This design comes from an exercise in tuning for a short achievable clock period and few clock cycles per item on the open sky130 flow, not from production work.
Where RTL was checked, it was by simulation tests only, not by an equivalence proof against the original.
The RTL of runs 1, 3 and 4 was laid out without a check of its function.
Power is estimated from default activity; no workload was simulated.

==> flow/design.v <==
package mipsPkg;
	localparam int dataWidth    = 32;
	localparam int regAddrWidth = 5;
	localparam logic [5:0] opSpecial = 6'h00;
	localparam logic [5:0] opAddiu   = 6'h09;
	localparam logic [5:0] opAndi    = 6'h0c;
	localparam logic [5:0] opOri     = 6'h0d;
	localparam logic [5:0] opLui     = 6'h0f;
	localparam logic [5:0] opLw      = 6'h23;
	localparam logic [5:0] opSb      = 6'h28;
	localparam logic [5:0] opSh      = 6'h29;
	localparam logic [5:0] opSw      = 6'h2b;
	localparam logic [5:0] fnSll  = 6'h00;
	localparam logic [5:0] fnSrl  = 6'h02;
	localparam logic [5:0] fnAddu = 6'h21;
	localparam logic [5:0] fnSubu = 6'h23;
	localparam logic [5:0] fnAnd  = 6'h24;
	localparam logic [5:0] fnOr   = 6'h25;
	localparam logic [5:0] fnXor  = 6'h26;
	localparam logic [5:0] fnSlt  = 6'h2a;
	localparam logic [1:0] sizeByte = 2'd1;
	localparam logic [1:0] sizeHalf = 2'd2;
	localparam logic [1:0] sizeWord = 2'd0;
endpackage
`timescale 1ns/10ps
module mipsCore (
	input  logic                          CLK,
	input  logic                          rstN,
	output logic [mipsPkg::dataWidth-1:0] instrAddress,
	input  logic [mipsPkg::dataWidth-1:0] instrData,
	output logic [mipsPkg::dataWidth-1:0] dataAddress,
	output logic                          memRead,
	output logic                          memWrite,
	output logic [mipsPkg::dataWidth-1:0] dataWrite,
	output logic [1:0]                    writeSize,
	input  logic [mipsPkg::dataWidth-1:0] dataRead
);
	logic        stall;      
	logic        stallF;     
	logic        stallD;     
	logic [31:0] rData;      
	logic [4:0]  rDest;      
	logic [4:0]  xWdest;     
	logic [4:0]  aWdest;     
	logic [29:0] pc;
	logic        dValid;
	logic [31:0] ir;
	assign instrAddress = {pc, 2'b00};
	always_ff @(posedge CLK or negedge rstN) begin
		if (!rstN) begin
			pc     <= '0;
			dValid <= 1'b0;
		end else if (!stallF) begin
			pc     <= pc + 30'd1;
			dValid <= 1'b1;
		end
	end
	always_ff @(posedge CLK) begin
		if (!stallF) ir <= instrData;
	end
	logic [5:0]  dOp;
	logic [5:0]  dFn;
	logic [4:0]  dRs;
	logic [4:0]  dRt;
	logic [4:0]  dRd;
	logic [15:0] dImm16;
	assign dOp    = ir[31:26];
	assign dRs    = ir[25:21];
	assign dRt    = ir[20:16];
	assign dRd    = ir[15:11];
	assign dFn    = ir[5:0];
	assign dImm16 = ir[15:0];
	logic        dUseRs;     
	logic        dUseRt;     
	logic        dZeroA;     
	logic        dUseImm;
	logic [31:0] dImm;
	logic [4:0]  dDest;
	logic        dAdd, dSub, dAnd, dOr, dXor, dSlt, dSll, dSrl;
	logic        dLoad, dStore;
	logic [1:0]  dSize;
	always_comb begin
		dUseRs  = 1'b0;
		dUseRt  = 1'b0;
		dZeroA  = 1'b0;
		dUseImm = 1'b0;
		dImm    = {{16{dImm16[15]}}, dImm16};
		dDest   = 5'd0;
		dAdd    = 1'b0;
		dSub    = 1'b0;
		dAnd    = 1'b0;
		dOr     = 1'b0;
		dXor    = 1'b0;
		dSlt    = 1'b0;
		dSll    = 1'b0;
		dSrl    = 1'b0;
		dLoad   = 1'b0;
		dStore  = 1'b0;
		dSize   = mipsPkg::sizeWord;
		case (dOp)
			mipsPkg::opSpecial: begin
				dUseRs = 1'b1;
				dUseRt = 1'b1;
				dDest  = dRd;
				case (dFn)
					mipsPkg::fnAddu: dAdd = 1'b1;
					mipsPkg::fnSubu: dSub = 1'b1;
					mipsPkg::fnAnd:  dAnd = 1'b1;
					mipsPkg::fnOr:   dOr  = 1'b1;
					mipsPkg::fnXor:  dXor = 1'b1;
					mipsPkg::fnSlt:  dSlt = 1'b1;
					mipsPkg::fnSll:  begin dSll = 1'b1; dUseRs = 1'b0; end
					mipsPkg::fnSrl:  begin dSrl = 1'b1; dUseRs = 1'b0; end
					default: begin dUseRs = 1'b0; dUseRt = 1'b0; dDest = 5'd0; end
				endcase
			end
			mipsPkg::opAddiu: begin
				dUseRs = 1'b1; dUseImm = 1'b1; dDest = dRt; dAdd = 1'b1;
			end
			mipsPkg::opAndi: begin
				dUseRs = 1'b1; dUseImm = 1'b1; dDest = dRt; dAnd = 1'b1;
				dImm   = {16'h0000, dImm16};
			end
			mipsPkg::opOri: begin
				dUseRs = 1'b1; dUseImm = 1'b1; dDest = dRt; dOr = 1'b1;
				dImm   = {16'h0000, dImm16};
			end
			mipsPkg::opLui: begin
				dZeroA = 1'b1; dUseImm = 1'b1; dDest = dRt; dOr = 1'b1;
				dImm   = {dImm16, 16'h0000};
			end
			mipsPkg::opLw: begin
				dUseRs = 1'b1; dDest = dRt; dLoad = 1'b1;
			end
			mipsPkg::opSw: begin
				dUseRs = 1'b1; dStore = 1'b1; dSize = mipsPkg::sizeWord;
			end
			mipsPkg::opSh: begin
				dUseRs = 1'b1; dStore = 1'b1; dSize = mipsPkg::sizeHalf;
			end
			mipsPkg::opSb: begin
				dUseRs = 1'b1; dStore = 1'b1; dSize = mipsPkg::sizeByte;
			end
			default: ;
		endcase
	end
	logic [31:0] regFile [32];
	logic [31:0] rsSel;
	logic [31:0] rtSel;
	logic        rsByR;
	logic        rtByR;
	logic        rsByW;
	logic        rtByW;
	logic [4:0]  nextRs;
	logic [4:0]  nextRt;
	logic        nextRsByR;
	logic        nextRtByR;
	logic        nextRsByW;
	logic        nextRtByW;
	logic [31:0] wData;          
	logic [31:0] wDestSel;       
	logic [31:0] dRsVal;
	logic [31:0] dRtVal;
	assign nextRs    = stallF ? dRs : instrData[25:21];
	assign nextRt    = stallF ? dRt : instrData[20:16];
	assign nextRsByR = (nextRs == xWdest) && (xWdest != 5'd0);
	assign nextRtByR = (nextRt == xWdest) && (xWdest != 5'd0);
	assign nextRsByW = (nextRs == rDest) && (rDest != 5'd0) && !nextRsByR;
	assign nextRtByW = (nextRt == rDest) && (rDest != 5'd0) && !nextRtByR;
	always_ff @(posedge CLK) begin
		rsByR <= nextRsByR;
		rtByR <= nextRtByR;
		rsByW <= nextRsByW;
		rtByW <= nextRtByW;
		for (int i = 0; i < 32; i++) begin
			rsSel[i]    <= (nextRs == 5'(i)) && (i != 0) && !nextRsByR && !nextRsByW;
			rtSel[i]    <= (nextRt == 5'(i)) && (i != 0) && !nextRtByR && !nextRtByW;
			wDestSel[i] <= (rDest == 5'(i)) && (i != 0);
		end
		wData <= rData;
	end
	always_ff @(posedge CLK) begin
		for (int i = 1; i < 32; i++) begin
			if (wDestSel[i]) regFile[i] <= wData;
		end
	end
	always_comb begin
		dRsVal = ({32{rsByR}} & rData) | ({32{rsByW}} & wData);
		dRtVal = ({32{rtByR}} & rData) | ({32{rtByW}} & wData);
		for (int i = 1; i < 32; i++) begin
			dRsVal = dRsVal | ({32{rsSel[i]}} & regFile[i]);
			dRtVal = dRtVal | ({32{rtSel[i]}} & regFile[i]);
		end
	end
	logic [4:0]  aRs;         
	logic [4:0]  aRt;         
	logic [4:0]  aSt;         
	logic        aZeroA;
	logic        aUseImm;
	logic [31:0] aImm;
	logic        aAdd, aSub, aAnd, aOr, aXor, aSlt, aSll, aSrl;
	logic        aLoad, aStore;
	logic [1:0]  aSize;
	logic [4:0]  aShamt;
	logic [31:0] aRsVal;
	logic [31:0] aRtVal;
	logic        aFwdS;       
	logic        aFwdT;       
	logic [31:0] aSrcA;
	logic [31:0] aSrcB;
	assign aSrcA = aFwdS ? rData : aRsVal;
	assign aSrcB = aFwdT ? rData : aRtVal;
	always_ff @(posedge CLK or negedge rstN) begin
		if (!rstN) begin
			aWdest <= '0;
			aLoad  <= 1'b0;
			aStore <= 1'b0;
			stall  <= 1'b0;
			stallF <= 1'b0;
			stallD <= 1'b0;
		end else if (!stall) begin
			aWdest <= dValid ? dDest : 5'd0;
			aLoad  <= dValid & dLoad;
			aStore <= dValid & dStore;
			stall  <= dValid & (aWdest != 5'd0)
			        & ((dLoad | dStore) & (dRs == aWdest) | dStore & (dRt == aWdest));
			stallF <= dValid & (|aWdest)
			        & (dLoad & (&(dRs ~^ aWdest)) | dStore & ((&(dRs ~^ aWdest)) | (&(dRt ~^ aWdest))));
			stallD <= (dStore & ((dRs == aWdest) | (&(dRt ~^ aWdest))) | dLoad & (dRs == aWdest))
			        & dValid & (aWdest[0] | aWdest[1] | aWdest[2] | aWdest[3] | aWdest[4]);
		end else begin
			stall  <= 1'b0;
			stallF <= 1'b0;
			stallD <= 1'b0;
		end
	end
	always_ff @(posedge CLK) begin
		if (!stallD) begin
			aRs     <= dUseRs ? dRs : 5'd0;
			aRt     <= dUseRt ? dRt : 5'd0;
			aSt     <= dStore ? dRt : 5'd0;
			aZeroA  <= dZeroA;
			aUseImm <= dUseImm;
			aImm    <= dImm;
			aAdd    <= dAdd;
			aSub    <= dSub;
			aAnd    <= dAnd;
			aOr     <= dOr;
			aXor    <= dXor;
			aSlt    <= dSlt;
			aSll    <= dSll;
			aSrl    <= dSrl;
			aSize   <= dSize;
			aShamt  <= ir[10:6];
			aRsVal  <= dRsVal;
			aRtVal  <= dRtVal;
			aFwdS   <= (dRs == xWdest) && (xWdest != 5'd0);
			aFwdT   <= (dRt == xWdest) && (xWdest != 5'd0);
		end else begin
			aRsVal  <= aSrcA;
			aRtVal  <= aSrcB;
			aFwdS   <= (aRs == xWdest) && (xWdest != 5'd0);
			aFwdT   <= ((aRt == xWdest) || (aSt == xWdest)) && (xWdest != 5'd0);
		end
	end
	logic        xAdd, xSub, xAnd, xOr, xXor, xSlt, xSll, xSrl;
	logic        xLoad;       
	logic        xLogic;      
	logic [4:0]  xShamt;
	logic [31:0] xOwnA;       
	logic [31:0] xOwnB;
	logic [2:0]  saAdd, sbAdd;
	logic [2:0]  saSub, sbSub;
	logic [2:0]  saEarly, sbEarly;
	logic [2:0]  saSll, sbSll;
	logic [2:0]  saSrl, sbSrl;
	logic [2:0]  saSlt, sbSlt;
	logic [2:0]  saOwn, sbOwn;
	logic [31:0] rSumAdd;
	logic [31:0] rSumSub;
	logic [31:0] rEarly;
	logic [31:0] rSll;
	logic [31:0] rSrl;
	logic        rLess;
	logic        rAdd, rSub, rEarlySel, rSllSel, rSrlSel, rSlt;
	always_ff @(posedge CLK or negedge rstN) begin
		if (!rstN) begin
			xWdest   <= '0;
			memRead  <= 1'b0;
			memWrite <= 1'b0;
		end else begin
			xWdest   <= stall ? 5'd0 : aWdest;
			memRead  <= ~stall & aLoad;
			memWrite <= ~stall & aStore;
		end
	end
	logic fwdA;
	logic fwdB;
	assign fwdA = (aRs == xWdest) && (xWdest != 5'd0);
	assign fwdB = (aRt == xWdest) && (xWdest != 5'd0);
	logic [6:0] nextSa;
	logic [6:0] nextSb;
	assign nextSa = {~fwdA, fwdA & xSlt, fwdA & xSrl, fwdA & xSll, fwdA & xLogic, fwdA & xSub, fwdA & xAdd};
	assign nextSb = {~fwdB, fwdB & xSlt, fwdB & xSrl, fwdB & xSll, fwdB & xLogic, fwdB & xSub, fwdB & xAdd};
	always_ff @(posedge CLK) begin
		saAdd[0] <= nextSa[0];
		sbAdd[0] <= nextSb[0];
		saSub[0] <= nextSa[1];
		sbSub[0] <= nextSb[1];
		saEarly[0] <= nextSa[2];
		sbEarly[0] <= nextSb[2];
		saSll[0] <= nextSa[3];
		sbSll[0] <= nextSb[3];
		saSrl[0] <= nextSa[4];
		sbSrl[0] <= nextSb[4];
		saSlt[0] <= nextSa[5];
		sbSlt[0] <= nextSb[5];
		saOwn[0] <= nextSa[6];
		sbOwn[0] <= nextSb[6];
	end
	always_ff @(posedge CLK or negedge rstN) begin
		if (!rstN) begin
			saAdd[1] <= 1'b0;
			sbAdd[1] <= 1'b0;
			saSub[1] <= 1'b0;
			sbSub[1] <= 1'b0;
			saEarly[1] <= 1'b0;
			sbEarly[1] <= 1'b0;
			saSll[1] <= 1'b0;
			sbSll[1] <= 1'b0;
			saSrl[1] <= 1'b0;
			sbSrl[1] <= 1'b0;
			saSlt[1] <= 1'b0;
			sbSlt[1] <= 1'b0;
			saOwn[1] <= 1'b0;
			sbOwn[1] <= 1'b0;
		end else begin
			saAdd[1] <= nextSa[0];
			sbAdd[1] <= nextSb[0];
			saSub[1] <= nextSa[1];
			sbSub[1] <= nextSb[1];
			saEarly[1] <= nextSa[2];
			sbEarly[1] <= nextSb[2];
			saSll[1] <= nextSa[3];
			sbSll[1] <= nextSb[3];
			saSrl[1] <= nextSa[4];
			sbSrl[1] <= nextSb[4];
			saSlt[1] <= nextSa[5];
			sbSlt[1] <= nextSb[5];
			saOwn[1] <= nextSa[6];
			sbOwn[1] <= nextSb[6];
		end
	end
	always_ff @(posedge CLK or negedge rstN) begin
		if (!rstN) begin
			saAdd[2] <= 1'b1;
			sbAdd[2] <= 1'b1;
			saSub[2] <= 1'b1;
			sbSub[2] <= 1'b1;
			saEarly[2] <= 1'b1;
			sbEarly[2] <= 1'b1;
			saSll[2] <= 1'b1;
			sbSll[2] <= 1'b1;
			saSrl[2] <= 1'b1;
			sbSrl[2] <= 1'b1;
			saSlt[2] <= 1'b1;
			sbSlt[2] <= 1'b1;
			saOwn[2] <= 1'b1;
			sbOwn[2] <= 1'b1;
		end else begin
			saAdd[2] <= nextSa[0];
			sbAdd[2] <= nextSb[0];
			saSub[2] <= nextSa[1];
			sbSub[2] <= nextSb[1];
			saEarly[2] <= nextSa[2];
			sbEarly[2] <= nextSb[2];
			saSll[2] <= nextSa[3];
			sbSll[2] <= nextSb[3];
			saSrl[2] <= nextSa[4];
			sbSrl[2] <= nextSb[4];
			saSlt[2] <= nextSa[5];
			sbSlt[2] <= nextSb[5];
			saOwn[2] <= nextSa[6];
			sbOwn[2] <= nextSb[6];
		end
	end
	always_ff @(posedge CLK) begin
		xOwnA       <= aZeroA ? 32'd0 : aSrcA;
		xOwnB       <= aUseImm ? aImm : aSrcB;
		xAdd        <= aAdd;
		xSub        <= aSub;
		xAnd        <= aAnd;
		xOr         <= aOr;
		xXor        <= aXor;
		xSlt        <= aSlt;
		xSll        <= aSll;
		xSrl        <= aSrl;
		xLoad       <= ~stall & aLoad;
		xLogic      <= aAnd | aOr | aXor | (~stall & aLoad);
		xShamt      <= aShamt;
		writeSize   <= aSize;
		dataAddress <= aFwdS ? (rData + aImm) : (aRsVal + aImm);
		dataWrite   <= aSrcB;
	end
	logic [31:0] srcA;
	logic [31:0] srcB;
	always_comb begin
		for (int i = 0; i < 32; i++) begin
			srcA[i] = (saAdd[i / 11] & rSumAdd[i]) | (saSub[i / 11] & rSumSub[i])
			        | (saEarly[i / 11] & rEarly[i]) | (saSll[i / 11] & rSll[i])
			        | (saSrl[i / 11] & rSrl[i]) | (saOwn[i / 11] & xOwnA[i]);
			srcB[i] = (sbAdd[i / 11] & rSumAdd[i]) | (sbSub[i / 11] & rSumSub[i])
			        | (sbEarly[i / 11] & rEarly[i]) | (sbSll[i / 11] & rSll[i])
			        | (sbSrl[i / 11] & rSrl[i]) | (sbOwn[i / 11] & xOwnB[i]);
		end
		srcA[0] = srcA[0] | (saSlt[0] & rLess);
		srcB[0] = srcB[0] | (sbSlt[0] & rLess);
	end
	logic [31:0] g;
	logic [31:0] p;
	logic [31:0] h;
	logic [31:0] gs;         
	logic [31:0] ps;
	logic [31:0] hs;
	logic [31:0] cAdd;       
	logic [31:0] cSub;
	logic [31:0] sumAdd;
	logic [31:0] sumSub;
	logic        lessThan;
	logic [31:0] ag [6];
	logic [31:0] ap [6];
	logic [31:0] sg [6];
	logic [31:0] sp [6];
	assign g  = srcA & srcB;
	assign p  = srcA | srcB;
	assign h  = srcA ^ srcB;
	assign gs = srcA & ~srcB;
	assign ps = srcA | ~srcB;
	assign hs = ~h;
	always_comb begin
		ag[0]    = g;
		ap[0]    = p;
		sg[0]    = gs;
		sp[0]    = ps;
		sg[0][0] = ps[0];     
		for (int l = 0; l < 5; l++) begin
			for (int i = 0; i < 32; i++) begin
				if (i >= (1 << l)) begin
					ag[l+1][i] = ag[l][i] | (ap[l][i] & ag[l][i - (1 << l)]);
					ap[l+1][i] = ap[l][i] & ap[l][i - (1 << l)];
					sg[l+1][i] = sg[l][i] | (sp[l][i] & sg[l][i - (1 << l)]);
					sp[l+1][i] = sp[l][i] & sp[l][i - (1 << l)];
				end else begin
					ag[l+1][i] = ag[l][i];
					ap[l+1][i] = ap[l][i];
					sg[l+1][i] = sg[l][i];
					sp[l+1][i] = sp[l][i];
				end
			end
		end
	end
	assign cAdd     = {ag[5][30:0], 1'b0};
	assign cSub     = {sg[5][30:0], 1'b1};
	assign sumAdd   = h ^ cAdd;
	assign sumSub   = hs ^ cSub;
	assign lessThan = h[31] ? srcA[31] : sumSub[31];
	always_ff @(posedge CLK) begin
		rSumAdd   <= sumAdd;
		rSumSub   <= sumSub;
		rEarly    <= ({32{xAnd}}  & g)
		           | ({32{xOr}}   & p)
		           | ({32{xXor}}  & h)
		           | ({32{xLoad}} & dataRead);
		rSll      <= srcB << xShamt;
		rSrl      <= srcB >> xShamt;
		rLess     <= lessThan;
		rAdd      <= xAdd;
		rSub      <= xSub;
		rEarlySel <= xLogic;
		rSllSel   <= xSll;
		rSrlSel   <= xSrl;
		rSlt      <= xSlt;
	end
	always_ff @(posedge CLK or negedge rstN) begin
		if (!rstN) rDest <= '0;
		else       rDest <= xWdest;
	end
	assign rData = ({32{rAdd}}      & rSumAdd)
	             | ({32{rSub}}      & rSumSub)
	             | ({32{rEarlySel}} & rEarly)
	             | ({32{rSllSel}}   & rSll)
	             | ({32{rSrlSel}}   & rSrl)
	             | {31'd0, rSlt & rLess};
endmodule
==> flow/flow/run.sh <==
#!/bin/bash
# Standard layout, with two synthesis changes: no full/half-adder cells
# (ABC maps the adders as plain gates) and ABC's delay-driven mapper;
# resizing may change a cell's footprint.
set -euo pipefail
{ head -n 1 synth_recipe.tcl; cat flow/abc_override.tcl; tail -n +2 synth_recipe.tcl; } > my_synth.tcl
bash standard.sh ADDER_MAP_FILE= MATCH_CELL_FOOTPRINT=0 SYNTH_SCRIPT="$PWD/my_synth.tcl" finish > standard_flow.log 2>&1
==> flow/flow/abc_override.tcl <==
# map with ABC's delay-driven mapper instead of the default script
proc abc {args} {
  set i [lsearch -exact $args -script]
  if {$i >= 0} {
    lset args [expr {$i + 1}] "+strash;dch;map,-D,1000;topo;buffer,-c;upsize,-c,-D,1000;dnsize,-c,-D,1000"
  }
  yosys abc {*}$args
}
==> flow/standard.sh <==
#!/bin/bash
# synth_recipe.tcl (not shown) runs the flow's synth.tcl, then flattens the netlist and writes it again
# the make line also repeats each setting of config.mk as NAME=value (left out here)
make -C /OpenROAD-flow-scripts/flow DESIGN_CONFIG=/design/flow/config.mk WORK_HOME=/design/flow/orfs CLKGATE_MAP_FILE= SYNTH_SCRIPT=/design/flow/synth_recipe.tcl "${@:-finish}"
==> flow/config.mk <==
export PLATFORM = sky130hd
export DESIGN_NAME = mipsCore
export DESIGN_NICKNAME = mipsCore
export VERILOG_FILES = /design/flow/design.v
export SDC_FILE = /design/flow/constraint.sdc
export NUM_CORES = 4
export LEC_CHECK = 0
export ABC_CLOCK_PERIOD_IN_PS = 2000
export CAP_MARGIN = 20
export CORE_MARGIN = 2
export CORE_UTILIZATION = 30
export PLACE_DENSITY = 0.5
export SETUP_SLACK_MARGIN = 2.4
export SLEW_MARGIN = 20
==> flow/constraint.sdc <==
create_clock -name core_clock -period 4.4 [get_ports {CLK}]
set_input_delay 0.8800 -clock core_clock [delete_from_list [all_inputs] [get_ports {CLK}]]
set_output_delay 0.8800 -clock core_clock [all_outputs]
set_load 0.01 [all_outputs]
==> results of run 1 <==
[registers in the layout, indices dropped and copies added (netlist names), 30 cells and up]
register	count
dataAddress	32
aRsVal	32
regFile	992
wData	32
ir	32
xOwnB	32
rtSel	31
xOwnA	32
aRtVal	32
rSrl	32
rEarly	32
pc	30
rSumSub	32
rSll	32
dataWrite	32
rsSel	31
wDestSel	31
aImm	32
rSumAdd	31
[cell families (layout without fill, tap and decap cells)]
family | Yosys count | after routing
AO/OA/AOI/OAI | 2052 | 2052
AND/OR/NAND/NOR | 2985 | 2990
flip-flops | 1685 | 1685
multiplexers | 15 | 15
other | 1 | 35
XOR/XNOR | 93 | 93
buffers and inverters | 722 | 1937
[what timing repair did]
| item | in CTS | in global routing |
|---|---|---|
| gates cloned | 12 | 4 |
| buffers inserted | 586 | 241 |
| pin swaps | 431 | 406 |
| gates resized for setup | 2419 | 750 |
| endpoints found under the setup margin | 743 | 490 |
[metal layers]
metal | global-route usage [%] | vias up
met3 | 11.3 | 2091
met1 | 41.7 | 38308
met5 | 0 | -
met2 | 53.5 | 6624
li1 | - | 30446
met4 | 28.8 | 24
[worst min-delay path by stage]
stage	from	end	slack, ns	depth (start not counted)
global placement	aSize[0]	writeSize[0]	0.33	0
global route	rstN	memRead	0.10	1
CTS	rstN	memRead	0.07	1
floorplan	aSize[0]	writeSize[0]	0.32	0
detailed placement	aShamt[2]	xShamt[2]	0.33	0
finish	rstN	memRead	0.04	1
[layout by cell type (no fill, tap or decap), types with 201 or more instances in the layout]
master	Yosys	final
nand2_1	1593	1186
edfxtp_1	1088	1088
a22oi_1	1019	979
buf_4	15	698
nand4_1	340	340
nor2_1	524	311
dfxtp_1	520	301
buf_6	16	297
nand2_2	5	272
inv_1	319	265
clkbuf_16	0	201
[critical path, delay by kind of cell, from the launching register on]
family / cells / cell delay (ns)
flops: 1 / 0.45
buf+inv: 2 / 0.37
compound gates: 3 / 1.56
simple gates: 1 / 0.19
[power breakdown]
group	internal, W	switching [W]
clock network	0.00960	0.00736
registers	0.0174	0.00134
logic	0.00360	0.00596
total	0.0306	0.0147
[metrics by stage]
| stage | std cells | hold WS (ns) | util (%) |
|---|---|---|---|
| global route | 12146 | 0.105 | 42.6 |
| global placement | 10939 | 0.327 | 32.8 |
| detailed placement | 10939 | 0.327 | 32.8 |
| floorplan | 7554 | 0.323 | - |
| finish | 12173 | 0.0408 | 42.6 |
| CTS | 11895 | 0.0700 | 40.5 |
[cell usage after synthesis (18+ instances only)]
cell / instances
o2111ai_1: 18
nor2_1: 524
edfxtp_1: 1088
o21ai_1: 46
nand3_1: 263
dfxtp_1: 520
a211oi_1: 125
o211ai_1: 55
a22oi_2: 21
inv_1: 319
nand4_1: 340
buf_1: 20
a32oi_1: 60
o21ai_0: 335
dfrtp_1: 65
a21oi_1: 168
a22oi_1: 1019
nor3_1: 95
xnor2_1: 39
buf_2: 49
clkbuf_1: 294
or2_2: 60
nand2_1: 1593
o21a_1: 26
o22ai_1: 34
xor2_1: 54
a22o_1: 18
[layout make-up]
| class | instances | share of cell area (%) |
|---|---|---|
| antenna | 33 | 0.0763 |
| clock buffer | 255 | 4.89 |
| clock inverter | 103 | 1.20 |
| inverter | 328 | 1.23 |
| multi-input combinational | 5152 | 35.2 |
| sequential | 1685 | 42.1 |
| tap | 3366 | 3.89 |
| timing repair buffer | 1249 | 11.5 |
| timing repair inverter | 2 | 0.0162 |
==> results by group, run 1 <==
Pwr
  – Static Leak: 40.5 nW
  – Peak supply drop: 0.425 mV
  – Total power: 0.0453 W
  – Pwr Density: 418 nW/um2

CTS
  – Clock latency (worst-skew pair): 0.93 ns
  – Clk buf depth: 3
  – CTS Buf Count: 189
  – Clock root buffer: clkbuf_16
  – TritonCTS clock tree: done
  – H-Tree Depth: 4
  – Hold_buf cts: 0
  – CTS sink cnt: 1685
  – Clock Pin Slew Worst Setup and Hold Paths: 0.06 ns

Critical path
  – CP startpoint kind: flip-flop
  – CP max stage delay: 0.97 ns
  – CP Data Required Time: 5.06 ns
  – R2r worst-path depth: 6
  – Flop2flop setup slack: 1.57 ns
  – Worst Path Max Fanout: 8
  – Slowest stage cell on the critical path: o21ai_0
  – Critical path cell sequence: buf_6 > a22oi_2 > nand4_4 > buf_4 > o21ai_0 > a32oi_1
  – Crit path capture type: flip-flop
  – Reg-to-Reg End: aRsVal[20]
  – RR Startpoint: rAdd
  – Worst Setup SP: rAdd
  – Arrival time worst endpoint: 3.49 ns
  – Worst setup path category: reg2reg
  – Setup crit end: aRsVal[20]

STA
  – Final Hold Viols: 0
  – TNS Setup: 0 ns
  – Final WS setup: 1.57 ns
  – # setup viols final: 0
  – Unrepaired setup endpoints after global routing: true
  – Fmax: 353 MHz
  – Clock Skew: 0.0844 ns
  – Final slew viol count: 0
  – Tmin final: 2.83 ns
  – Least-Margin Pin Slew: 1.33 ns
  – Slew Limit Headroom: 11.2%
  – Period utilization: 64.3%

Hold path
  – Hold Crit Class: in2async

Final layout
  – Register Area: 45600 um2
  – Layout area overhead: 41.1%
  – Layout cells sized above 1: 38.2%
  – Fin nets: 8673
  – Filler cells: 24037
  – Final instance area: 108000 um2
  – Multi-input gate area: 38100 um2

Detailed routing
  – Routed length per placed instance: 39.8 um
  – Routed vias/inst: 6.37
  – M1 wire length: 166000 um
  – Drt drc: 0
  – Met2 routed WL: 208000 um
  – DR WL met3: 60600 um
  – Initial DRC count: 12702
  – Top sig layer: met5
  – Total vias in the final route: 77493
  – Post-DRT Antenna Nets: 0
  – Drt total wl: 484000 um
  – 1st-pass router iterations: 9

Synthesis
  – Mapped cell area: 76700 um2
  – Simple-gate area share of the yosys netlist: 17.4%
  – Synth Area in Compound Gates: 18.8%
  – Synth warn: 6
  – Register area share after synthesis: 58.7%
  – Post-synthesis adder-cell area fraction: 0%
  – Largest cells by area after synthesis: edfxtp_1 43%, dfxtp_1 14%, a22oi_1 10%
  – Area share of the largest cell type after synthesis: 42.6%
  – XOR/XNOR Fraction of Synth Area: 1.06%
  – Number of synthesized register bits: 1685
  – Largest area contributor in the netlist: edfxtp_1
  – Main combinational cell family by area after synthesis: compound AO/OA/AOI/OAI gates
  – Dominant synthesized flop cell: edfxtp_1
  – Avg Inst Size Synth: 10.2 um2
  – EDFF count, synth: 1088
  – Synth Instances: 7553
  – Multiplexer area fraction after synthesis: 0.196%
  – Synth unique cells: 79
  – Post-synth ARST share: 4.57%

Global route
  – Gr ovfl total: 0
  – Initial antenna violation count: 43
  – Number of global-route vias before repair: 72376
  – Largest net degree at the start of global routing: 70
  – Tot GR Track Use: 35.6%
  – Wire length of the first global-routing pass: 630000 um

Floorplan
  – Core area: 254000 um2
  – Area of the die: 260000 um2
  – Initial Util: 30.2%
  – DIE WIDTH: 510 um
  – Die height: 510 um
  – FP Rows: 185
  – I/O pin cnt: 166

Place
  – Port Buffer Count: 163
  – Area after DPL: 83300 um2
  – Detailed placement HPWL: 303000 um
  – Place WS: 0.476 ns
  – GP Congestion: 0.996

Flow run
  – Maximum Capacitance Violations: 0

Status
  – Status: finished clean
==> inputs of run 2 (changes only) <==
--- a/flow/design.v
+++ b/flow/design.v
@@ -210,28 +210,36 @@
 	logic [31:0] aSrcB;
 	assign aSrcA = aFwdS ? rData : aRsVal;
 	assign aSrcB = aFwdT ? rData : aRtVal;
+	logic stallMore;      
 	always_ff @(posedge CLK or negedge rstN) begin
 		if (!rstN) begin
-			aWdest <= '0;
-			aLoad  <= 1'b0;
-			aStore <= 1'b0;
-			stall  <= 1'b0;
-			stallF <= 1'b0;
-			stallD <= 1'b0;
+			aWdest     <= '0;
+			aLoad      <= 1'b0;
+			aStore     <= 1'b0;
+			stall      <= 1'b0;
+			stallF     <= 1'b0;
+			stallD     <= 1'b0;
+			stallMore  <= 1'b0;
 		end else if (!stall) begin
-			aWdest <= dValid ? dDest : 5'd0;
-			aLoad  <= dValid & dLoad;
-			aStore <= dValid & dStore;
-			stall  <= dValid & (aWdest != 5'd0)
-			        & ((dLoad | dStore) & (dRs == aWdest) | dStore & (dRt == aWdest));
-			stallF <= dValid & (|aWdest)
-			        & (dLoad & (&(dRs ~^ aWdest)) | dStore & ((&(dRs ~^ aWdest)) | (&(dRt ~^ aWdest))));
-			stallD <= (dStore & ((dRs == aWdest) | (&(dRt ~^ aWdest))) | dLoad & (dRs == aWdest))
-			        & dValid & (aWdest[0] | aWdest[1] | aWdest[2] | aWdest[3] | aWdest[4]);
+			aWdest     <= dValid ? dDest : 5'd0;
+			aLoad      <= dValid & dLoad;
+			aStore     <= dValid & dStore;
+			stall      <= dValid & ((aWdest != 5'd0)
+			                        & ((dLoad | dStore) & (dRs == aWdest) | dStore & (dRt == aWdest))
+			                      | (xWdest != 5'd0) & (dLoad | dStore) & (dRs == xWdest));
+			stallF     <= dValid & ((|aWdest)
+			                        & (dLoad & (&(dRs ~^ aWdest)) | dStore & ((&(dRs ~^ aWdest)) | (&(dRt ~^ aWdest))))
+			                      | (|xWdest) & (dStore | dLoad) & (&(dRs ~^ xWdest)));
+			stallD     <= (dStore & ((dRs == aWdest) | (&(dRt ~^ aWdest))) | dLoad & (dRs == aWdest))
+			              & dValid & (aWdest[0] | aWdest[1] | aWdest[2] | aWdest[3] | aWdest[4])
+			            | dValid & (dLoad | dStore) & (&(dRs ~^ xWdest))
+			              & (xWdest[0] | xWdest[1] | xWdest[2] | xWdest[3] | xWdest[4]);
+			stallMore  <= dValid & (aWdest != 5'd0) & (dLoad | dStore) & (dRs == aWdest);
 		end else begin
-			stall  <= 1'b0;
-			stallF <= 1'b0;
-			stallD <= 1'b0;
+			stall      <= stallMore;
+			stallF     <= stallMore;
+			stallD     <= stallMore;
+			stallMore  <= 1'b0;
 		end
 	end
 	always_ff @(posedge CLK) begin
@@ -399,7 +407,7 @@
 		xLogic      <= aAnd | aOr | aXor | (~stall & aLoad);
 		xShamt      <= aShamt;
 		writeSize   <= aSize;
-		dataAddress <= aFwdS ? (rData + aImm) : (aRsVal + aImm);
+		dataAddress <= aRsVal + aImm;
 		dataWrite   <= aSrcB;
 	end
 	logic [31:0] srcA;
==> results by group, run 2 <==
CTS
  – Clk buf depth: 3
  – H-Tree Depth: 4
  – CTS Buf Count: 180
  – Hold_buf cts: 0
  – TritonCTS clock tree: done
  – Clock latency (worst-skew pair): 0.90 ns
  – Clock Pin Slew Worst Setup and Hold Paths: 0.06 ns
  – CTS sink cnt: 1686
  – Clock root buffer: clkbuf_16

STA
  – Final WS setup: 1.80 ns
  – Period utilization: 59.0%
  – Clock Skew: 0.0893 ns
  – Tmin final: 2.60 ns
  – # setup viols final: 0
  – Unrepaired setup endpoints after global routing: true
  – Least-Margin Pin Slew: 1.26 ns
  – Slew Limit Headroom: 15.9%
  – Fmax: 385 MHz
  – Final slew viol count: 0
  – Worst Hold Slack: 0.0912 ns
  – TNS Setup: 0 ns
  – Final Hold Viols: 0

Final layout
  – Final instance area: 105000 um2
  – Commonest cells after routing, fill and taps aside: 1268 x nand2_1, 1088 x edfxtp_1, 966 x a22oi_1
  – Filler cells: 24576
  – Max reg flops: 992
  – Commonest non-fill, non-tap cell in the layout: nand2_1
  – Layout cells sized above 1: 33.2%
  – Reg with most FFs: regFile
  – Layout area overhead: 34.7%
  – Fin nets: 8620

Global route
  – Gr ovfl total: 0
  – Wire length of the first global-routing pass: 606000 um
  – Tot GR Track Use: 33.2%
  – Initial antenna violation count: 29
  – Number of global-route vias before repair: 71538
  – Largest net degree at the start of global routing: 61

Detailed routing
  – Drt drc: 0
  – Initial DRC count: 13608
  – Drt total wl: 461000 um
  – Routed vias/inst: 6.38
  – Post-DRT Antenna Nets: 0
  – Routed length per placed instance: 38.0 um
  – 1st-pass router iterations: 9
  – Total vias in the final route: 77372

Synthesis
  – Dominant synthesized flop cell: edfxtp_1
  – Number of synthesized register bits: 1686
  – Largest area contributor in the netlist: edfxtp_1
  – Synth top cells by count: 1523 x nand2_1, 1088 x edfxtp_1, 1041 x a22oi_1, 632 x nor2_1, 520 x dfxtp_1
  – Area share of the largest cell type after synthesis: 42.1%
  – Largest cells by area after synthesis: edfxtp_1 42%, dfxtp_1 13%, a22oi_1 10%
  – Cell with the most instances after synthesis: nand2_1
  – Synth Instances: 7710
  – EDFF count, synth: 1088
  – Avg Inst Size Synth: 10.1 um2
  – Mapped cell area: 77600 um2
  – Synth warn: 6
  – Register area share after synthesis: 58.0%
  – Post-synth ARST share: 4.63%
  – Synth unique cells: 88

Status
  – Status: finished clean

Floorplan
  – FP Rows: 186
  – Area of the die: 263000 um2
  – Initial Util: 30.2%
  – Core area: 257000 um2
  – Die height: 513 um
  – DIE WIDTH: 513 um
  – I/O pin cnt: 166

Pwr
  – Switching pwr: 0.0138 W
  – Total power: 0.0433 W
  – Reg power frac: 44.0%
  – Pwr Density: 414 nW/um2
  – Clk pwr share: 37.8%
  – Cell Int Power: 0.0295 W
  – Logic pwr share: 18.2%
  – Peak supply drop: 0.465 mV
  – Static Leak: 38.0 nW
  – Sw Ratio: 31.9%

Hold path
  – Hold Crit Class: in2async

Critical path
  – Slowest stage cell on the critical path: dfxtp_4
  – R2r worst-path depth: 11
  – Reg-to-Reg End: rSll[23]
  – Arrival time worst endpoint: 3.30 ns
  – Worst Path Max Fanout: 6
  – Critical path cell sequence: buf_4 > nand2_1 > nand4_4 > buf_12 > nand2_1 > o21a_1 > mux2i_2 > o21ai_2 > buf_4 > or2_4 > a22oi_2
  – CP Data Required Time: 5.11 ns
  – CP startpoint kind: flip-flop
  – CP max stage delay: 0.42 ns
  – RR Startpoint: sbSrl[0]
  – Setup crit end: rSll[23]
  – Worst Setup SP: sbSrl[0]
  – Flop2flop setup slack: 1.80 ns
  – Crit path capture type: flip-flop
  – Worst setup path category: reg2reg

Place
  – GP Congestion: 1.07
  – Port Buffer Count: 163
  – Detailed placement HPWL: 292000 um
  – Place WS: 1.02 ns
  – Area after DPL: 83700 um2

Flow run
  – Maximum Capacitance Violations: 0
## run 2: what timing repair did
action,in CTS,in global routing
pin swaps,303,349
buffers inserted,397,265
gates cloned,11,2
resized for setup,1808,880
setup endpoints to repair,697,446
## run 2: cell type report
class / count / area, um2 / area share (%)
multi-input combinational: 5244 / 36500 / 34.9
clock buffer: 257 / 5220 / 4.99
tap: 3384 / 4230 / 4.05
sequential: 1686 / 45700 / 43.7
antenna: 25 / 62.6 / 0.0598
timing repair buffer: 1060 / 10200 / 9.77
timing repair inverter: 1 / 7.51 / 0.00718
clock inverter: 84 / 1090 / 1.04
inverter: 381 / 1500 / 1.44
## run 2: how the worst min path moves through the flow
stage | start | depth (start not counted) | slack [ns] | endpoint
finish | rstN | 1 | 0.09 | memRead
global route | rstN | 1 | 0.12 | pc[22]
CTS | rstN | 1 | 0.09 | pc[15]
detailed placement | aShamt[2] | 0 | 0.33 | xShamt[2]
global placement | aShamt[1] | 0 | 0.33 | xShamt[1]
floorplan | aSize[0] | 0 | 0.32 | writeSize[0]
## run 2: logic make-up after synthesis
| group | after synthesis | share of synthesized area, % |
|---|---|---|
| flip-flops | 1686 | 58.0 |
| other | 1 | 0.00483 |
| multiplexers | 15 | 0.193 |
| XOR/XNOR | 100 | 1.13 |
| buffers and inverters | 786 | 4.24 |
| AND/OR/NAND/NOR | 3028 | 17.5 |
| AO/OA/AOI/OAI | 2094 | 18.9 |
## run 2: through the flow
stage	util (%)	cells
detailed placement	32.6	11081
CTS	38.4	11830
global placement	32.5	11079
finish	40.7	12122
floorplan	-	7711
global route	40.6	12102
## run 2: critical path: cells and delay by family (launching register included)
kind / cells / cell delay [ns]
AO/OA/AOI/OAI: 3 / 0.65
AND/OR/NAND/NOR: 4 / 0.63
buffers and inverters: 3 / 0.51
flip-flops: 1 / 0.42
multiplexers: 1 / 0.23
## run 2: metal layers
metal	track usage [%]	routed length, um	part of all wire [%]
met4	23.8	42600	9.2
met3	11.0	61400	13
met5	0	176	0.038
met2	49.6	195000	42
met1	40.0	162000	35
## run 2: power by group through the flow
stage	registers, W	clock network, W	logic (W)
floorplan	0.0183	0	0.00292
global placement	0.0192	0	0.00531
detailed placement	0.0192	0	0.00528
CTS	0.0188	0.0164	0.00656
global route	0.0190	0.0170	0.00814
finish	0.0190	0.0164	0.00786
Testbench counts of run 2, summed over its fixed seeds: cycles 40,503, instrs 39,840.
==> inputs of run 3 (changes only) <==
--- a/flow/design.v
+++ b/flow/design.v
@@ -277,13 +277,13 @@
 	logic [4:0]  xShamt;
 	logic [31:0] xOwnA;       
 	logic [31:0] xOwnB;
-	logic [2:0]  saAdd, sbAdd;
-	logic [2:0]  saSub, sbSub;
-	logic [2:0]  saEarly, sbEarly;
-	logic [2:0]  saSll, sbSll;
-	logic [2:0]  saSrl, sbSrl;
-	logic [2:0]  saSlt, sbSlt;
-	logic [2:0]  saOwn, sbOwn;
+	logic [5:0]  saAdd, sbAdd;
+	logic [5:0]  saSub, sbSub;
+	logic [5:0]  saEarly, sbEarly;
+	logic [5:0]  saSll, sbSll;
+	logic [5:0]  saSrl, sbSrl;
+	logic [5:0]  saOwn, sbOwn;
+	logic        saSlt, sbSlt;
 	logic [31:0] rSumAdd;
 	logic [31:0] rSumSub;
 	logic [31:0] rEarly;
@@ -306,10 +306,18 @@
 	logic fwdB;
 	assign fwdA = (aRs == xWdest) && (xWdest != 5'd0);
 	assign fwdB = (aRt == xWdest) && (xWdest != 5'd0);
-	logic [6:0] nextSa;
-	logic [6:0] nextSb;
-	assign nextSa = {~fwdA, fwdA & xSlt, fwdA & xSrl, fwdA & xSll, fwdA & xLogic, fwdA & xSub, fwdA & xAdd};
-	assign nextSb = {~fwdB, fwdB & xSlt, fwdB & xSrl, fwdB & xSll, fwdB & xLogic, fwdB & xSub, fwdB & xAdd};
+	logic       fwdA2;
+	logic       fwdB2;
+	logic [5:0] nextSa;
+	logic [5:0] nextSb;
+	logic [5:0] nextSa2;
+	logic [5:0] nextSb2;
+	assign fwdA2   = (&(aRs ~^ xWdest)) & (|xWdest);
+	assign fwdB2   = (&(aRt ~^ xWdest)) & (|xWdest);
+	assign nextSa  = {~fwdA, fwdA & xSrl, fwdA & xSll, fwdA & xLogic, fwdA & xSub, fwdA & xAdd};
+	assign nextSb  = {~fwdB, fwdB & xSrl, fwdB & xSll, fwdB & xLogic, fwdB & xSub, fwdB & xAdd};
+	assign nextSa2 = {~fwdA2, xSrl & fwdA2, xSll & fwdA2, xLogic & fwdA2, xSub & fwdA2, xAdd & fwdA2};
+	assign nextSb2 = {~fwdB2, xSrl & fwdB2, xSll & fwdB2, xLogic & fwdB2, xSub & fwdB2, xAdd & fwdB2};
 	always_ff @(posedge CLK) begin
 		saAdd[0] <= nextSa[0];
 		sbAdd[0] <= nextSb[0];
@@ -321,10 +329,10 @@
 		sbSll[0] <= nextSb[3];
 		saSrl[0] <= nextSa[4];
 		sbSrl[0] <= nextSb[4];
-		saSlt[0] <= nextSa[5];
-		sbSlt[0] <= nextSb[5];
-		saOwn[0] <= nextSa[6];
-		sbOwn[0] <= nextSb[6];
+		saOwn[0] <= nextSa[5];
+		sbOwn[0] <= nextSb[5];
+		saSlt <= fwdA & xSlt;
+		sbSlt <= fwdB & xSlt;
 	end
 	always_ff @(posedge CLK or negedge rstN) begin
 		if (!rstN) begin
@@ -338,8 +346,6 @@
 			sbSll[1] <= 1'b0;
 			saSrl[1] <= 1'b0;
 			sbSrl[1] <= 1'b0;
-			saSlt[1] <= 1'b0;
-			sbSlt[1] <= 1'b0;
 			saOwn[1] <= 1'b0;
 			sbOwn[1] <= 1'b0;
 		end else begin
@@ -353,10 +359,8 @@
 			sbSll[1] <= nextSb[3];
 			saSrl[1] <= nextSa[4];
 			sbSrl[1] <= nextSb[4];
-			saSlt[1] <= nextSa[5];
-			sbSlt[1] <= nextSb[5];
-			saOwn[1] <= nextSa[6];
-			sbOwn[1] <= nextSb[6];
+			saOwn[1] <= nextSa[5];
+			sbOwn[1] <= nextSb[5];
 		end
 	end
 	always_ff @(posedge CLK or negedge rstN) begin
@@ -371,8 +375,6 @@
 			sbSll[2] <= 1'b1;
 			saSrl[2] <= 1'b1;
 			sbSrl[2] <= 1'b1;
-			saSlt[2] <= 1'b1;
-			sbSlt[2] <= 1'b1;
 			saOwn[2] <= 1'b1;
 			sbOwn[2] <= 1'b1;
 		end else begin
@@ -386,10 +388,80 @@
 			sbSll[2] <= nextSb[3];
 			saSrl[2] <= nextSa[4];
 			sbSrl[2] <= nextSb[4];
-			saSlt[2] <= nextSa[5];
-			sbSlt[2] <= nextSb[5];
-			saOwn[2] <= nextSa[6];
-			sbOwn[2] <= nextSb[6];
+			saOwn[2] <= nextSa[5];
+			sbOwn[2] <= nextSb[5];
+		end
+	end
+	always_ff @(posedge CLK) begin
+		saAdd[3] <= nextSa2[0];
+		sbAdd[3] <= nextSb2[0];
+		saSub[3] <= nextSa2[1];
+		sbSub[3] <= nextSb2[1];
+		saEarly[3] <= nextSa2[2];
+		sbEarly[3] <= nextSb2[2];
+		saSll[3] <= nextSa2[3];
+		sbSll[3] <= nextSb2[3];
+		saSrl[3] <= nextSa2[4];
+		sbSrl[3] <= nextSb2[4];
+		saOwn[3] <= nextSa2[5];
+		sbOwn[3] <= nextSb2[5];
+	end
+	always_ff @(posedge CLK or negedge rstN) begin
+		if (!rstN) begin
+			saAdd[4] <= 1'b0;
+			sbAdd[4] <= 1'b0;
+			saSub[4] <= 1'b0;
+			sbSub[4] <= 1'b0;
+			saEarly[4] <= 1'b0;
+			sbEarly[4] <= 1'b0;
+			saSll[4] <= 1'b0;
+			sbSll[4] <= 1'b0;
+			saSrl[4] <= 1'b0;
+			sbSrl[4] <= 1'b0;
+			saOwn[4] <= 1'b0;
+			sbOwn[4] <= 1'b0;
+		end else begin
+			saAdd[4] <= nextSa2[0];
+			sbAdd[4] <= nextSb2[0];
+			saSub[4] <= nextSa2[1];
+			sbSub[4] <= nextSb2[1];
+			saEarly[4] <= nextSa2[2];
+			sbEarly[4] <= nextSb2[2];
+			saSll[4] <= nextSa2[3];
+			sbSll[4] <= nextSb2[3];
+			saSrl[4] <= nextSa2[4];
+			sbSrl[4] <= nextSb2[4];
+			saOwn[4] <= nextSa2[5];
+			sbOwn[4] <= nextSb2[5];
+		end
+	end
+	always_ff @(posedge CLK or negedge rstN) begin
+		if (!rstN) begin
+			saAdd[5] <= 1'b1;
+			sbAdd[5] <= 1'b1;
+			saSub[5] <= 1'b1;
+			sbSub[5] <= 1'b1;
+			saEarly[5] <= 1'b1;
+			sbEarly[5] <= 1'b1;
+			saSll[5] <= 1'b1;
+			sbSll[5] <= 1'b1;
+			saSrl[5] <= 1'b1;
+			sbSrl[5] <= 1'b1;
+			saOwn[5] <= 1'b1;
+			sbOwn[5] <= 1'b1;
+		end else begin
+			saAdd[5] <= nextSa2[0];
+			sbAdd[5] <= nextSb2[0];
+			saSub[5] <= nextSa2[1];
+			sbSub[5] <= nextSb2[1];
+			saEarly[5] <= nextSa2[2];
+			sbEarly[5] <= nextSb2[2];
+			saSll[5] <= nextSa2[3];
+			sbSll[5] <= nextSb2[3];
+			saSrl[5] <= nextSa2[4];
+			sbSrl[5] <= nextSb2[4];
+			saOwn[5] <= nextSa2[5];
+			sbOwn[5] <= nextSb2[5];
 		end
 	end
 	always_ff @(posedge CLK) begin
@@ -414,15 +486,15 @@
 	logic [31:0] srcB;
 	always_comb begin
 		for (int i = 0; i < 32; i++) begin
-			srcA[i] = (saAdd[i / 11] & rSumAdd[i]) | (saSub[i / 11] & rSumSub[i])
-			        | (saEarly[i / 11] & rEarly[i]) | (saSll[i / 11] & rSll[i])
-			        | (saSrl[i / 11] & rSrl[i]) | (saOwn[i / 11] & xOwnA[i]);
-			srcB[i] = (sbAdd[i / 11] & rSumAdd[i]) | (sbSub[i / 11] & rSumSub[i])
-			        | (sbEarly[i / 11] & rEarly[i]) | (sbSll[i / 11] & rSll[i])
-			        | (sbSrl[i / 11] & rSrl[i]) | (sbOwn[i / 11] & xOwnB[i]);
+			srcA[i] = (saAdd[i / 6] & rSumAdd[i]) | (saSub[i / 6] & rSumSub[i])
+			        | (saEarly[i / 6] & rEarly[i]) | (saSll[i / 6] & rSll[i])
+			        | (saSrl[i / 6] & rSrl[i]) | (saOwn[i / 6] & xOwnA[i]);
+			srcB[i] = (sbAdd[i / 6] & rSumAdd[i]) | (sbSub[i / 6] & rSumSub[i])
+			        | (sbEarly[i / 6] & rEarly[i]) | (sbSll[i / 6] & rSll[i])
+			        | (sbSrl[i / 6] & rSrl[i]) | (sbOwn[i / 6] & xOwnB[i]);
 		end
-		srcA[0] = srcA[0] | (saSlt[0] & rLess);
-		srcB[0] = srcB[0] | (sbSlt[0] & rLess);
+		srcA[0] = srcA[0] | (saSlt & rLess);
+		srcB[0] = srcB[0] | (sbSlt & rLess);
 	end
 	logic [31:0] g;
 	logic [31:0] p;
==> results by group, run 3 <==
Status
  – Status: finished clean

CTS
  – H-Tree Depth: 4
  – CTS Buf Count: 185
  – Clock Pin Slew Worst Setup and Hold Paths: 0.07 ns
  – Clk buf depth: 3
  – Clock root buffer: clkbuf_16
  – Hold_buf cts: 0
  – TritonCTS clock tree: done
  – CTS sink cnt: 1704
  – Clock latency (worst-skew pair): 0.90 ns

Detailed routing
  – Drt total wl: 471000 um
  – 1st-pass router iterations: 10
  – Post-DRT Antenna Nets: 0
  – Drt drc: 0
  – Routed length per placed instance: 38.9 um
  – Routed vias/inst: 6.39
  – Total vias in the final route: 77427
  – Initial DRC count: 14235

Synthesis
  – Number of synthesized register bits: 1704
  – Synth top cells by count: 1482 x nand2_1, 1088 x edfxtp_1, 1081 x a22oi_1, 608 x nor2_1, 526 x dfxtp_1
  – EDFF count, synth: 1088
  – Synth warn: 6
  – Synth Instances: 7667
  – Synth unique cells: 85
  – Largest area contributor in the netlist: edfxtp_1
  – Avg Inst Size Synth: 10.2 um2
  – Mapped cell area: 77900 um2
  – Largest cells by area after synthesis: edfxtp_1 42%, dfxtp_1 14%, a22oi_1 10%
  – Cell with the most instances after synthesis: nand2_1
  – Register area share after synthesis: 58.4%
  – Area share of the largest cell type after synthesis: 42.0%
  – Dominant synthesized flop cell: edfxtp_1
  – Post-synth ARST share: 5.28%

Pwr
  – Peak supply drop: 0.443 mV
  – Static Leak: 39.2 nW
  – Pwr Density: 427 nW/um2

Final layout
  – Non-filler cells, final: 12119
  – Layout area overhead: 36.0%
  – Commonest non-fill, non-tap cell in the layout: nand2_1
  – Commonest cells after routing, fill and taps aside: 1166 x nand2_1, 1088 x edfxtp_1, 1017 x a22oi_1
  – Reg with most FFs: regFile
  – Fin nets: 8597
  – Final instance area: 106000 um2
  – Layout cells sized above 1: 35.3%
  – Max reg flops: 992

STA
  – Final slew viol count: 0
  – Period utilization: 60.7%
  – Final Hold Viols: 0
  – Fmax: 375 MHz
  – # setup viols final: 0
  – Unrepaired setup endpoints after global routing: true
  – Least-Margin Pin Slew: 1.33 ns
  – Tmin final: 2.67 ns
  – Clock Skew: 0.0854 ns
  – Slew Limit Headroom: 11.3%
  – TNS Setup: 0 ns

Floorplan
  – Die height: 514 um
  – DIE WIDTH: 514 um
  – Area of the die: 264000 um2
  – I/O pin cnt: 166
  – FP Rows: 187
  – Initial Util: 30.1%
  – Core area: 259000 um2

Global route
  – Largest net degree at the start of global routing: 68
  – Gr ovfl total: 0
  – Tot GR Track Use: 34.0%
  – Initial antenna violation count: 28
  – Number of global-route vias before repair: 72082
  – Wire length of the first global-routing pass: 619000 um

Place
  – GP Congestion: 1.03
  – Area after DPL: 84500 um2
  – Port Buffer Count: 163
  – Post-placement cell count: 11107
  – Detailed placement HPWL: 311000 um

Critical path
  – CP startpoint kind: flip-flop
  – Worst Path Max Fanout: 5
  – Crit path capture type: flip-flop
  – Arrival time worst endpoint: 3.35 ns
  – Worst setup path category: reg2reg
  – CP Data Required Time: 5.08 ns

Flow run
  – Maximum Capacitance Violations: 0

Hold path
  – Hold Crit Class: in2async
run 3: cell count changes after synthesis, moves of 13 or more:
cell,before,now
a22o_1,53,39
nand3_1,264,237
nand2_1,1523,1482
inv_1,372,389
nor2_2,13,26
nor2_1,632,608
a22oi_1,1041,1081
nor3_1,109,124
run 3: stage by stage:
step           setup slack, ns  utilization (%)  total power, W  hold slack (ns)
2_1_floorplan             2.26                -          0.0216            0.323
3_3_place_gp             0.269             32.6          0.0253            0.331
3_5_place_dp             0.898             32.6          0.0252            0.335
4_1_cts                   1.90             38.4          0.0434            0.145
5_1_grt                   1.78             40.9          0.0461            0.197
6_report                  1.73             40.9          0.0452            0.162
run 3: cells by family (layout without fill, tap and decap cells):
kind of cell / after synthesis / in the layout / share of synthesized area, %
XOR/XNOR: 99 / 99 / 1.11
AND/OR/NAND/NOR: 2954 / 2957 / 17.1
buffers and inverters: 799 / 1820 / 4.20
AO/OA/AOI/OAI: 2099 / 2099 / 19.1
multiplexers: 11 / 11 / 0.141
other: 1 / 27 / 0.00482
flip-flops: 1704 / 1704 / 58.4
run 3: worst max-delay path: stages, from the launching register on:
cell and delay, ns:
dfxtp_1 0.43, a22oi_1 0.26, nand4_1 0.37, nand2_1 0.32
o21ai_2 0.13, nand4_1 0.11, nand2_2 0.14, a21oi_4 0.32
o211ai_1 0.13, nand2_1 0.13, nand2_4 0.12
run 3: path summary, 6_finish.rpt:
path                             startpoint           to  slack (ns)  cells after the start
worst min-delay path                   rstN     saAdd[1]        0.16                      1
worst max-delay path            rSumAdd[12]  rSumSub[19]        1.73                     10
max in group asynchronous              rstN     saSub[5]        3.22                      2
worst min register to register    aShamt[2]    xShamt[2]        0.35                      0
min in group core_clock           aShamt[2]    xShamt[2]        0.35                      0
worst max register to register  rSumAdd[12]  rSumSub[19]        1.73                     10
run 3: report_power, final:
group | total [W] | switching [W] | internal, W
registers | 0.0192 | 0.00159 | 0.0176
clock network | 0.0168 | 0.00724 | 0.00960
logic | 0.00910 | 0.00576 | 0.00334
total | 0.0452 | 0.0146 | 0.0306
run 3: area by class of cell:
type / instances / area, um2
fillers: 24655 / 153000
flip-flops and latches: 1704 / 46100
multi-input cells: 5168 / 36900
repair buffers: 1071 / 10400
clock buffers: 250 / 5260
well taps: 3402 / 4260
inverters: 400 / 1630
clock inverters: 98 / 1270
diodes: 25 / 62.6
repair inverters: 1 / 5.00
run 3: timing repair:
item                        CTS  global route
setup endpoints to repair   751           511
setup buffers               375           253
gates cloned                  5             6
pin swaps                   257           407
gates resized for setup    1880          1065
run 3: metal layers:
metal	track usage [%]	up-vias	routed length, um
met5	0.146	-	331
met4	26.0	22	47300
met3	11.2	2111	62600
met2	50.3	6903	197000
met1	40.8	38039	163000
li1	-	30352	-
==> inputs of run 4 (changes only) <==
--- a/flow/config.mk
+++ b/flow/config.mk
@@ -6,9 +6,9 @@
 export NUM_CORES = 4
 export LEC_CHECK = 0
 export ABC_CLOCK_PERIOD_IN_PS = 2000
-export CAP_MARGIN = 20
+export CAP_MARGIN = 50
 export CORE_MARGIN = 2
 export CORE_UTILIZATION = 30
 export PLACE_DENSITY = 0.5
 export SETUP_SLACK_MARGIN = 2.4
-export SLEW_MARGIN = 20
+export SLEW_MARGIN = 70
==> results by group, run 4 <==
Status
  – Status: finished clean

Pwr
  – Peak supply drop: 0.449 mV
  – Clk pwr share: 36.6%
  – Reg power frac: 42.9%
  – Logic pwr share: 20.6%
  – Sw Ratio: 32.4%
  – Cell Int Power: 0.0302 W
  – Static Leak: 40.2 nW
  – Switching pwr: 0.0145 W
  – Pwr Density: 412 nW/um2

Floorplan
  – Area of the die: 264000 um2
  – Core area: 259000 um2
  – FP Rows: 187
  – Die height: 514 um
  – DIE WIDTH: 514 um
  – I/O pin cnt: 166
  – Initial Util: 30.1%

Detailed routing
  – Drt drc: 0
  – Post-DRT Antenna Nets: 0
  – 1st-pass router iterations: 9
  – Routed vias/inst: 6.37
  – Initial DRC count: 14474
  – Total vias in the final route: 77785
  – Drt total wl: 470000 um
  – Routed length per placed instance: 38.5 um

Final layout
  – Layout cells sized above 1: 36.3%
  – Fin nets: 8707
  – Reg with most FFs: regFile
  – Max reg flops: 992
  – Commonest cells after routing, fill and taps aside: 1171 x nand2_1, 1088 x edfxtp_1, 1015 x a22oi_1
  – Commonest non-fill, non-tap cell in the layout: nand2_1
  – Layout area overhead: 39.2%

STA
  – Final slew viol count: 0
  – Final Hold Viols: 0
  – Clock Skew: 0.0640 ns
  – Period utilization: 61.0%
  – Least-Margin Pin Slew: 0.579 ns
  – Unrepaired setup endpoints after global routing: true
  – # setup viols final: 0
  – Fmax: 373 MHz
  – Tmin final: 2.68 ns
  – Slew Limit Headroom: 61.4%
  – Worst Hold Slack: 0.332 ns
  – TNS Setup: 0 ns

Global route
  – Gr ovfl total: 0
  – Tot GR Track Use: 33.8%
  – Number of global-route vias before repair: 72575
  – Initial antenna violation count: 23
  – Wire length of the first global-routing pass: 617000 um
  – Largest net degree at the start of global routing: 60

Critical path
  – Worst setup path category: reg2reg
  – Worst Path Max Fanout: 8
  – Slowest stage cell on the critical path: dfstp_2
  – CP startpoint kind: flip-flop
  – Crit path capture type: flip-flop
  – Critical path's most frequent cell: nand2_8
  – CP max stage delay: 0.44 ns
  – CP Data Required Time: 5.17 ns
  – Arrival time worst endpoint: 3.45 ns
  – Critical path cell sequence: buf_6 > a22oi_2 > nand4_4 > buf_12 > nand2_8 > nand2_8 > nor2_4 > nand4_1 > a31oi_2 > nand3b_1 > nand2_1

Synthesis
  – EDFF count, synth: 1088
  – Register area share after synthesis: 58.4%
  – Synth warn: 6
  – Largest area contributor in the netlist: edfxtp_1
  – Dominant synthesized flop cell: edfxtp_1
  – Synth top cells by count: 1482 x nand2_1, 1088 x edfxtp_1, 1081 x a22oi_1, 608 x nor2_1, 526 x dfxtp_1
  – Largest cells by area after synthesis: edfxtp_1 42%, dfxtp_1 14%, a22oi_1 10%
  – Cell with the most instances after synthesis: nand2_1
  – Area share of the largest cell type after synthesis: 42.0%
  – Synth Instances: 7667
  – Avg Inst Size Synth: 10.2 um2
  – Mapped cell area: 77900 um2
  – Post-synth ARST share: 5.28%
  – Number of synthesized register bits: 1704
  – Synth unique cells: 85

CTS
  – Clock Pin Slew Worst Setup and Hold Paths: 0.07 ns
  – CTS Buf Count: 183
  – H-Tree Depth: 4
  – Clock root buffer: clkbuf_16
  – Clock latency (worst-skew pair): 0.88 ns
  – TritonCTS clock tree: done
  – Clk buf depth: 3
  – CTS sink cnt: 1704

Place
  – Port Buffer Count: 163
  – Detailed placement HPWL: 326000 um
  – GP Congestion: 1.03

Flow run
  – Maximum Capacitance Violations: 0

Hold path
  – Hold Crit Class: reg2reg
==> run 4: changes by cell type in the layout (fill, tap and decap cells not counted), sizes merged <==
cell	change
clkinv	-10
bufinv	-3
buf	+90
diode	-17
inv	+5
dlygate4sd3	+1
clkinvlp	-9
clkbuf	+33
nand2	+1
==> run 4: final timing paths <==
path | start | to | slack (ns) | cells past startpoint
worst min register to register | xLogic | rEarlySel | 0.33 | 0
max in group asynchronous | rstN | saSub[5] | 3.13 | 5
worst min-delay path | xLogic | rEarlySel | 0.33 | 0
worst max-delay path | sbEarly[5] | rSumSub[27] | 1.72 | 11
worst max register to register | sbEarly[5] | rSumSub[27] | 1.72 | 11
min in group asynchronous | rstN | pc[27] | 0.42 | 2
==> run 4: power by group through the flow <==
| stage | Sequential, W | Combinational (W) | Clock (W) |
|---|---|---|---|
| 6_report | 0.0192 | 0.00920 | 0.0163 |
| 5_1_grt | 0.0191 | 0.00948 | 0.0170 |
| 4_1_cts | 0.0190 | 0.00749 | 0.0164 |
| 3_5_place_dp | 0.0193 | 0.00612 | 0 |
| 3_3_place_gp | 0.0193 | 0.00595 | 0 |
| 2_1_floorplan | 0.0185 | 0.00311 | 0 |
==> run 4: stage by stage <==
| stage | setup slack [ns] | power [W] | std cells | util (%) | cell area (um2) |
|---|---|---|---|---|---|
| 3_5_place_dp | 1.25 | 0.0254 | 11221 | 34.1 | 88300 |
| 6_report | 1.72 | 0.0447 | 12210 | 41.9 | 108000 |
| 3_3_place_gp | 0.269 | 0.0253 | 11101 | 32.6 | 84400 |
| 2_1_floorplan | 2.26 | 0.0216 | 7668 | - | 78000 |
| 4_1_cts | 1.89 | 0.0429 | 11894 | 39.0 | 101000 |
| 5_1_grt | 1.72 | 0.0456 | 12202 | 41.9 | 108000 |
==> run 4: cells by family (layout without fill, tap and decap cells) <==
group                     Yosys count  count (layout)  synth area share [%]
AOI/OAI and AO/OA                2099            2099                  19.1
xor gates and xnor gates           99              99                  1.11
buffers and inverters             799            1927                  4.20
DFF                              1704            1704                  58.4
muxes                              11              11                 0.141
other                               1              10               0.00482
and+or+nand+nor                  2954            2958                  17.1
==> run 4: layout make-up <==
type | count | area, um2
clock inverter | 81 | 1070
inverter | 400 | 1640
timing repair buffer | 1182 | 12900
sequential | 1704 | 46300
timing repair inverter | 1 | 5.00
multi-input combinational | 5169 | 37100
fill | 24450 | 150000
antenna | 8 | 20.0
tap | 3402 | 4260
clock buffer | 263 | 5180
==> run 4: timing repair <==
item                                    in CTS  in global routing
endpoints found under the hold margin       25                  0
hold buffers                                 1                  0
pin swaps                                  245                431
endpoints found under the setup margin     492                470
gates resized for setup                   1398               1142
cloned                                       5                  7
buffers inserted                           323                289
==> run 4: metal layers <==
layer	track usage, %	share of wire (%)	wire [um]
met5	0	0.032	152
met4	26.0	9.9	46500
met3	10.7	13	61900
met2	50.3	42	198000
met1	40.7	35	163000
==> run 4: worst max-delay path: cells and delay by family (launching register included) <==
kind	cells	cell delay (ns)
AOI/OAI and AO/OA	2	0.59
buffers and inverters	2	0.39
DFF	1	0.44
and+or+nand+nor	7	1.16

## re-timing with driven ports
The results above use ideal ports. As a check the final layouts listed here were re-extracted and re-timed, cells and wires unchanged.
Step 1: set_driving_cell puts a clkbuf_16 on CLK and a buf_2 on each other input, an assumption about the parent block.
Step 2, shift: input delay + t, output delay - t, t = (earliest + latest rising clock arrival at the registers) / 2. This alone moves slack from input paths to output paths.
a / b / c = ideal / step 1 / step 2; a / b = the first two.
run	shift t [ns]	setup slack, ns	hold slack, ns	worst setup path at the end	cell pins on the clock port's net
run 1	0.972	1.571 / 1.571 / 1.501	0.041 / -0.019 / 0.316	input to register	1
run 2	0.949	1.803 / 1.803 / 1.384	0.091 / 0.020 / 0.341	input to register	1
run 3	0.951	1.731 / 1.731 / 1.422	0.162 / 0.094 / 0.349	input to register	1
run 4	0.940	1.717 / 1.717 / 1.339	0.332 / 0.332 / 0.332	input to register	1
After both steps every run listed still meets setup and hold. For run 2, which loses most, drivers alone change the setup slack by 0.000 ns; drivers and shift together by -0.419 ns.
